This is an optimization exercise on Yosys and OpenROAD, whose aim is small area, a short achievable clock period and few clock cycles, not a production implementation. Power and IR drop assume default switching activity.

04-25:
==> flow/design.v <==
package gimg_pkg;
  localparam logic [1:0] CFG_PATTERN_BYTES = 2'd0;
  localparam logic [1:0] CFG_LINE_BYTES    = 2'd1;
  localparam logic [1:0] CFG_LINE_TOTAL    = 2'd2;
  localparam logic [3:0]  PATTERN_BYTES_RST = 4'd2;
  localparam logic [15:0] LINE_BYTES_RST    = 16'd80;
  localparam logic [15:0] LINE_TOTAL_RST    = 16'd400;
  localparam logic [1:0] KIND_FILL    = 2'd0;
  localparam logic [1:0] KIND_LITERAL = 2'd1;
  localparam logic [1:0] KIND_PATTERN = 2'd2;
  localparam logic [7:0] TAG_PATTERN = 8'h00;
  localparam logic [7:0] TAG_BITSTR  = 8'h80;
  localparam logic [7:0] REP_MARK    = 8'hff;
  localparam logic [3:0] PH_LINE    = 4'd0;
  localparam logic [3:0] PH_SAW0    = 4'd1;
  localparam logic [3:0] PH_SAW00   = 4'd2;
  localparam logic [3:0] PH_REPN    = 4'd3;
  localparam logic [3:0] PH_TAG     = 4'd4;
  localparam logic [3:0] PH_PCOUNT  = 4'd5;
  localparam logic [3:0] PH_PATTERN = 4'd6;
  localparam logic [3:0] PH_LCOUNT  = 4'd7;
  localparam logic [3:0] PH_LITERAL = 4'd8;
  localparam logic [3:0] PH_LSKIP   = 4'd9;
endpackage
module gimg_cmpsub #(
  parameter int W = 8
) (
  input  logic [W-1:0] a,
  input  logic [W-1:0] b,
  output logic [W-1:0] d,
  output logic         ge,
  output logic         gt
);
  localparam int L = $clog2(W);
  logic [W-1:0] gl [0:L];
  logic [W-1:0] pl [0:L];
  assign gl[0] = a & ~b;
  assign pl[0] = ~(a ^ b);
  for (genvar l = 0; l < L; l++) begin : g_lvl
    for (genvar i = 0; i < W; i++) begin : g_bit
      if (((i >> l) & 1) == 1) begin : g_join
        localparam int J = ((i >> l) << l) - 1;
        assign gl[l+1][i] = gl[l][i] | (pl[l][i] & gl[l][J]);
        assign pl[l+1][i] = pl[l][i] & pl[l][J];
      end else begin : g_pass
        assign gl[l+1][i] = gl[l][i];
        assign pl[l+1][i] = pl[l][i];
      end
    end
  end
  assign d[0] = ~pl[0][0];
  for (genvar i = 1; i < W; i++) begin : g_sum
    assign d[i] = pl[0][i] ^ (gl[L][i-1] | pl[L][i-1]);
  end
  assign ge = gl[L][W-1] | pl[L][W-1];
  assign gt = gl[L][W-1];
endmodule
import gimg_pkg::*;
module gem_img_line_decoder (
  input  logic        clk,
  input  logic        rst_n,
  input  logic        in_valid,
  output logic        in_ready,
  input  logic [7:0]  in_data_byte,
  input  logic        in_image_start,
  output logic        out_valid,
  input  logic        out_ready,
  output logic [1:0]  out_run_kind,
  output logic [7:0]  out_fill_byte,
  output logic [63:0] out_pattern_word,
  output logic [15:0] out_byte_count,
  output logic        out_end_of_line,
  output logic [7:0]  out_line_repeats,
  output logic        out_image_done,
  input  logic        cfg_valid,
  output logic        cfg_ready,
  input  logic [1:0]  cfg_index,
  input  logic [15:0] cfg_data
);
  logic [2:0]  pm1_r;
  logic [15:0] lb_r;
  logic [15:0] lt_r;
  logic        a_vld, b_vld, ir_r;
  logic [7:0]  a_d, b_d;
  logic        b_s;
  logic [3:0]  ph_r;
  logic [15:0] bl_r;       
  logic [15:0] ll_r;       
  logic        act_r;      
  logic [7:0]  rep_r;      
  logic [10:0] tc_r;       
  logic [2:0]  idx_r;      
  logic        out_vld_r;
  logic [1:0]  kind_r;
  logic [7:0]  fill_r;
  logic [63:0] store_r;
  logic [10:0] cnt_r;      
  logic        eol_r;
  logic [7:0]  reps_r;
  logic        done_r;
  logic in_take, step, a_free, a_new_vld, a_new_s, init;
  logic b_vld_nxt;
  assign in_ready  = ir_r;
  assign in_take   = in_valid && !b_vld;
  assign step      = a_vld && (!out_vld_r || out_ready);
  assign a_free    = !a_vld || step;
  assign a_new_vld = b_vld || in_take;
  assign a_new_s   = b_vld ? b_s : in_image_start;
  assign init      = a_free && a_new_vld && a_new_s;
  assign b_vld_nxt = a_free ? 1'b0 : a_new_vld;
  assign cfg_ready = 1'b1;
  always_ff @(posedge clk) begin
    if (!rst_n) begin
      a_vld <= 1'b0;
      b_vld <= 1'b0;
      ir_r  <= 1'b1;
    end else begin
      if (a_free) a_vld <= a_new_vld;
      b_vld <= b_vld_nxt;
      ir_r  <= !b_vld_nxt;
    end
  end
  always_ff @(posedge clk) begin
    if (a_free) begin
      a_d <= b_vld ? b_d : in_data_byte;
    end
    if (!b_vld) begin
      b_d <= in_data_byte;
      b_s <= in_image_start;
    end
  end
  logic [7:0]  d;
  logic        line_start;
  logic [15:0] bl_e;
  logic        d_zero, d_80, d_ff;
  logic        tagph, solid, lit, patb, first, full, emit, cstep;
  logic [10:0] cnt;
  logic [10:0] dlo;
  logic        bge, bgt;
  logic [15:0] diff;
  logic        eol_c;
  logic [10:0] clip;
  logic [7:0]  llo;
  logic        lge, lgt;
  logic [15:0] ll_sub;
  logic        done_c;
  logic [7:0]  reps_c;
  logic        more;
  logic [10:0] tc_add, tc_sum;
  logic [3:0]  ph_nxt;
  logic [15:0] lt_in;
  assign d = a_d;
  assign line_start = (ph_r == PH_LINE);
  assign bl_e       = line_start ? lb_r : bl_r;
  assign d_zero = (d == 8'h00);
  assign d_80   = (d == TAG_BITSTR);
  assign d_ff   = (d == REP_MARK);
  assign tagph = line_start || (ph_r == PH_TAG);
  assign solid = tagph && !d_zero && !d_80;
  assign lit   = (ph_r == PH_LITERAL);
  assign patb  = (ph_r == PH_PATTERN) || ((ph_r == PH_SAW00) && !d_ff);
  assign first = (idx_r == 3'd0);
  assign full  = (idx_r == pm1_r);
  assign emit  = act_r && (solid || lit || (patb && full));
  assign cstep = (ph_r == PH_SAW0) || (ph_r == PH_PCOUNT);
  always_comb begin
    if (tagph)    cnt = {4'd0, d[6:0]};
    else if (lit) cnt = 11'd1;
    else          cnt = tc_r;
  end
  gimg_cmpsub #(.W(11)) u_bl (.a(bl_e[10:0]), .b(cnt), .d(dlo), .ge(bge), .gt(bgt));
  assign eol_c = (bl_e[15:11] == 5'd0) && !bgt;
  assign diff  = {bge ? bl_e[15:11] : bl_e[15:11] - 5'd1, dlo};
  assign clip  = eol_c ? bl_e[10:0] : cnt;
  gimg_cmpsub #(.W(8)) u_ll (.a(ll_r[7:0]), .b(rep_r), .d(llo), .ge(lge), .gt(lgt));
  assign done_c = (ll_r[15:8] == 8'd0) && !lgt;
  assign ll_sub = {lge ? ll_r[15:8] : ll_r[15:8] - 8'd1, llo};
  assign reps_c = done_c ? ll_r[7:0] : rep_r;
  assign more   = (tc_r[7:0] != 8'd1);
  assign tc_add = patb ? {3'd0, store_r[63:56]} : 11'h7ff;
  assign tc_sum = tc_r + tc_add;
  assign lt_in = (cfg_valid && cfg_index == CFG_LINE_TOTAL) ? cfg_data : lt_r;
  always_comb begin
    ph_nxt = ph_r;
    case (ph_r)
      PH_LINE, PH_TAG: begin
        if (d_zero)    ph_nxt = line_start ? PH_SAW0 : PH_PCOUNT;
        else if (d_80) ph_nxt = PH_LCOUNT;
        else           ph_nxt = eol_c ? PH_LINE : PH_TAG;
      end
      PH_SAW0:    ph_nxt = d_zero ? PH_SAW00 : PH_PATTERN;
      PH_SAW00, PH_PATTERN: begin
        if (d_ff && ph_r == PH_SAW00) ph_nxt = PH_REPN;
        else if (full)                ph_nxt = eol_c ? PH_LINE : PH_TAG;
        else                          ph_nxt = PH_PATTERN;
      end
      PH_REPN:    ph_nxt = PH_TAG;
      PH_PCOUNT:  ph_nxt = PH_PATTERN;
      PH_LCOUNT:  ph_nxt = d_zero ? PH_TAG : PH_LITERAL;
      PH_LITERAL: begin
        if (more) ph_nxt = eol_c ? PH_LSKIP : PH_LITERAL;
        else      ph_nxt = eol_c ? PH_LINE : PH_TAG;
      end
      PH_LSKIP:   ph_nxt = more ? PH_LSKIP : PH_LINE;
      default:    ph_nxt = PH_LINE;
    endcase
  end
  always_ff @(posedge clk) begin
    if (!rst_n) begin
      act_r <= 1'b0;
    end else if (init) begin
      act_r <= (lt_in != 16'd0);
    end else if (step && emit && eol_c && done_c) begin
      act_r <= 1'b0;
    end
  end
  always_ff @(posedge clk) begin
    if (init) begin
      ph_r  <= PH_LINE;
      ll_r  <= lt_in;
      rep_r <= 8'd1;
    end else if (step) begin
      ph_r <= ph_nxt;
      if (emit && eol_c)         ll_r <= ll_sub;
      if (emit && eol_c)         rep_r <= 8'd1;
      else if (ph_r == PH_REPN)  rep_r <= d_zero ? 8'd1 : d;
    end
    if (step) begin
      bl_r <= emit ? diff : bl_e;
      if (cstep || ph_r == PH_LCOUNT)                  tc_r <= {3'd0, d};
      else if ((patb && !full) || lit || ph_r == PH_LSKIP) tc_r <= tc_sum;
      idx_r <= patb ? idx_r + 3'd1 : 3'd0;
    end
  end
  logic       cl_en;
  logic [1:0] kind_n;
  logic [7:0] fill_n;
  logic [7:0] st_wr, st_hold;
  assign cl_en  = step && emit;
  assign kind_n = patb ? KIND_PATTERN : (lit ? KIND_LITERAL : KIND_FILL);
  assign fill_n = lit ? d : (patb ? 8'd0 : {8{d[7]}});
  always_ff @(posedge clk) begin
    if (!rst_n) begin
      out_vld_r <= 1'b0;
    end else begin
      out_vld_r <= (step && emit) || (!step && out_vld_r && !out_ready);
    end
  end
  always_ff @(posedge clk) begin
    kind_r <= (kind_n & {2{step}}) | (kind_r & {2{!step}});
    fill_r <= (fill_n & {8{step}}) | (fill_r & {8{!step}});
    cnt_r  <= (clip & {11{cl_en}}) | (cnt_r & {11{!cl_en}});
    eol_r  <= (eol_c & cl_en) | (eol_r & !cl_en);
    reps_r <= (reps_c & {8{cl_en && eol_c}}) | (reps_r & {8{!cl_en}});
    done_r <= (done_c & eol_c & cl_en) | (done_r & !cl_en);
  end
  always_comb begin
    for (int k = 0; k < 7; k++) begin
      st_wr[k]   = step && patb && (idx_r == 3'(k));
      st_hold[k] = !step || (patb && (idx_r != 3'(k)) && (idx_r != 3'd0));
    end
    st_wr[7]   = step && ((patb && idx_r == 3'd7) || cstep);
    st_hold[7] = !step || (patb && !full);
  end
  always_ff @(posedge clk) begin
    for (int k = 0; k < 8; k++) begin
      store_r[8*k +: 8] <= (d & {8{st_wr[k]}}) | (store_r[8*k +: 8] & {8{st_hold[k]}});
    end
  end
  assign out_valid        = out_vld_r;
  assign out_run_kind     = kind_r;
  assign out_fill_byte    = fill_r;
  assign out_pattern_word = store_r;
  assign out_byte_count   = {5'd0, cnt_r};
  assign out_end_of_line  = eol_r;
  assign out_line_repeats = reps_r;
  assign out_image_done   = done_r;
  always_ff @(posedge clk) begin
    if (!rst_n) begin
      pm1_r  <= 3'(PATTERN_BYTES_RST - 4'd1);
      lb_r   <= LINE_BYTES_RST;
      lt_r   <= LINE_TOTAL_RST;
    end else if (cfg_valid) begin
      case (cfg_index)
        CFG_PATTERN_BYTES: begin
          if (cfg_data[3:0] == 4'd0)     pm1_r <= 3'd0;
          else if (cfg_data[3:0] > 4'd8) pm1_r <= 3'd7;
          else                           pm1_r <= 3'(cfg_data[3:0] - 4'd1);
        end
        CFG_LINE_BYTES: lb_r <= cfg_data;
        CFG_LINE_TOTAL: lt_r <= cfg_data;
        default: begin
        end
      endcase
    end
  end
endmodule
Settings: LEC_CHECK=0, ABC_AREA=1, CAP_MARGIN=20, CORE_MARGIN=2, CORE_UTILIZATION=60, PLACE_DENSITY=0.75, SETUP_SLACK_MARGIN=5, SLEW_MARGIN=20; clock period 10.5 ns.
standard.sh (not shown) runs the stock make flow with config.mk's settings and CLKGATE_MAP_FILE= SYNTH_SCRIPT=/design/flow/synth_recipe.tcl, a recipe that flattens the netlist after the stock synthesis.
==> flow/flow/run.sh <==
#!/bin/bash
set -euo pipefail
bash standard.sh SETUP_SLACK_MARGIN=7.3 \
  "BUFFER_PORTS_ARGS=-buffer_cell sky130_fd_sc_hd__buf_1" \
  "CTS_ARGS=-sink_clustering_enable -repair_clock_nets -dont_use_dummy_load -sink_clustering_size 24 -sink_clustering_max_diameter 80 -buf_list sky130_fd_sc_hd__clkbuf_16" \
  finish > standard.log 2>&1
> inputs changed (04-25 -> 01-06)
--- a/flow/design.v
+++ b/flow/design.v
@@ -76,9 +76,9 @@
   output logic        cfg_ready,
   input  logic [1:0]  cfg_index,
   input  logic [15:0] cfg_data
 );
-  logic [2:0]  pm1_r;
+  logic [3:0]  plen_r;
   logic [15:0] lb_r;
   logic [15:0] lt_r;
   logic        a_vld, b_vld, ir_r;
   logic [7:0]  a_d, b_d;
@@ -135,9 +135,9 @@
   logic        d_zero, d_80, d_ff;
   logic        tagph, solid, lit, patb, first, full, emit, cstep;
   logic [10:0] cnt;
   logic [10:0] dlo;
-  logic        bge, bgt;
+  logic        bge;
   logic [15:0] diff;
   logic        eol_c;
   logic [10:0] clip;
   logic [7:0]  llo;
@@ -159,18 +159,22 @@
   assign solid = tagph && !d_zero && !d_80;
   assign lit   = (ph_r == PH_LITERAL);
   assign patb  = (ph_r == PH_PATTERN) || ((ph_r == PH_SAW00) && !d_ff);
   assign first = (idx_r == 3'd0);
-  assign full  = (idx_r == pm1_r);
+  assign full  = (idx_r == 3'(plen_r - 4'd1));
   assign emit  = act_r && (solid || lit || (patb && full));
   assign cstep = (ph_r == PH_SAW0) || (ph_r == PH_PCOUNT);
   always_comb begin
     if (tagph)    cnt = {4'd0, d[6:0]};
     else if (lit) cnt = 11'd1;
     else          cnt = tc_r;
   end
-  gimg_cmpsub #(.W(11)) u_bl (.a(bl_e[10:0]), .b(cnt), .d(dlo), .ge(bge), .gt(bgt));
-  assign eol_c = (bl_e[15:11] == 5'd0) && !bgt;
+  gimg_cmpsub #(.W(11)) u_bl (.a(bl_e[10:0]), .b(cnt), .d(dlo), .ge(bge), .gt());
+  logic lgt_ls, lgt_mid;
+  gimg_cmpsub #(.W(7))  u_ls  (.a(lb_r[6:0]), .b(d[6:0]), .d(), .ge(), .gt(lgt_ls));
+  gimg_cmpsub #(.W(11)) u_mid (.a(bl_r[10:0]), .b(cnt), .d(), .ge(), .gt(lgt_mid));
+  assign eol_c = line_start ? ((lb_r[15:7] == 9'd0) && !lgt_ls)
+                            : ((bl_r[15:11] == 5'd0) && !lgt_mid);
   assign diff  = {bge ? bl_e[15:11] : bl_e[15:11] - 5'd1, dlo};
   assign clip  = eol_c ? bl_e[10:0] : cnt;
   gimg_cmpsub #(.W(8)) u_ll (.a(ll_r[7:0]), .b(rep_r), .d(llo), .ge(lge), .gt(lgt));
   assign done_c = (ll_r[15:8] == 8'd0) && !lgt;
@@ -276,17 +280,17 @@
   assign out_line_repeats = reps_r;
   assign out_image_done   = done_r;
   always_ff @(posedge clk) begin
     if (!rst_n) begin
-      pm1_r  <= 3'(PATTERN_BYTES_RST - 4'd1);
+      plen_r <= PATTERN_BYTES_RST;
       lb_r   <= LINE_BYTES_RST;
       lt_r   <= LINE_TOTAL_RST;
     end else if (cfg_valid) begin
       case (cfg_index)
         CFG_PATTERN_BYTES: begin
-          if (cfg_data[3:0] == 4'd0)     pm1_r <= 3'd0;
-          else if (cfg_data[3:0] > 4'd8) pm1_r <= 3'd7;
-          else                           pm1_r <= 3'(cfg_data[3:0] - 4'd1);
+          if (cfg_data[3:0] == 4'd0)     plen_r <= 4'd1;
+          else if (cfg_data[3:0] > 4'd8) plen_r <= 4'd8;
+          else                           plen_r <= cfg_data[3:0];
         end
         CFG_LINE_BYTES: lb_r <= cfg_data;
         CFG_LINE_TOTAL: lt_r <= cfg_data;
         default: begin
==> comparison <==
Relative to 04-25, the worst supply voltage drop on vdd measured on 01-06 has decreased by a few percent.
Final critical-path setup slack: 01-06 > 04-25
Final cell area excluding filler cells went up slightly going from 04-25 to 01-06.
Compared with 04-25, in 01-06 sequential share of cell area down 0.92 points, number of standard cells in the layout, taps in and fillers out picked up an extra about 5%, number of inserted filler cells in the final layout picked up an extra 7.0%, leakage power now larger.
When the final numbers for 04-25 and 01-06 were put side by side, the final-layout worst hold slack turned out to be smaller in 01-06.
Changes observed in 01-06 relative to 04-25: sequential cell area in the final layout comparable, cell total after placement now larger, cell count after synthesis now larger, final wirelength now larger.
01-06 vs. 04-25: post-synthesis to final-layout area growth moved down, total power shows a reduction of 1.9%.
Function was not checked in any run of this note: the RTL went through the layout flow alone.

## afterwards: timing with drivers on the ports
How much do the figures lean on ideal ports? The routed layouts below were timed once more, with nothing changed but the port constraints. Step 1: set_driving_cell puts a clkbuf_16 on clk and a buf_2 on each other input, an assumption about the parent block. Step 2 also shifts input and output timing later by t, the mid clock arrival at the registers, as if the neighbouring blocks saw the same clock. Three values: ideal ports, drivers, drivers and shift; two values: the first two.
run | shift t [ns] | setup WS [ns] | worst hold slack (ns) | worst register clock-pin slew, ns | cell pins on the clock port's net
04-25 | 0.500 | 7.298 / 7.318 / 6.817 | 0.465 / 0.465 / 0.465 | 0.10 / 0.10 | 1
01-06 | 0.502 | 7.314 / 7.304 / 6.835 | 0.454 / 0.454 / 0.454 | 0.10 / 0.10 | 1
After both steps every run listed still meets setup and hold. The setup slack of 04-25, which loses most, moves by +0.020 ns with the drivers and by -0.481 ns with both steps.
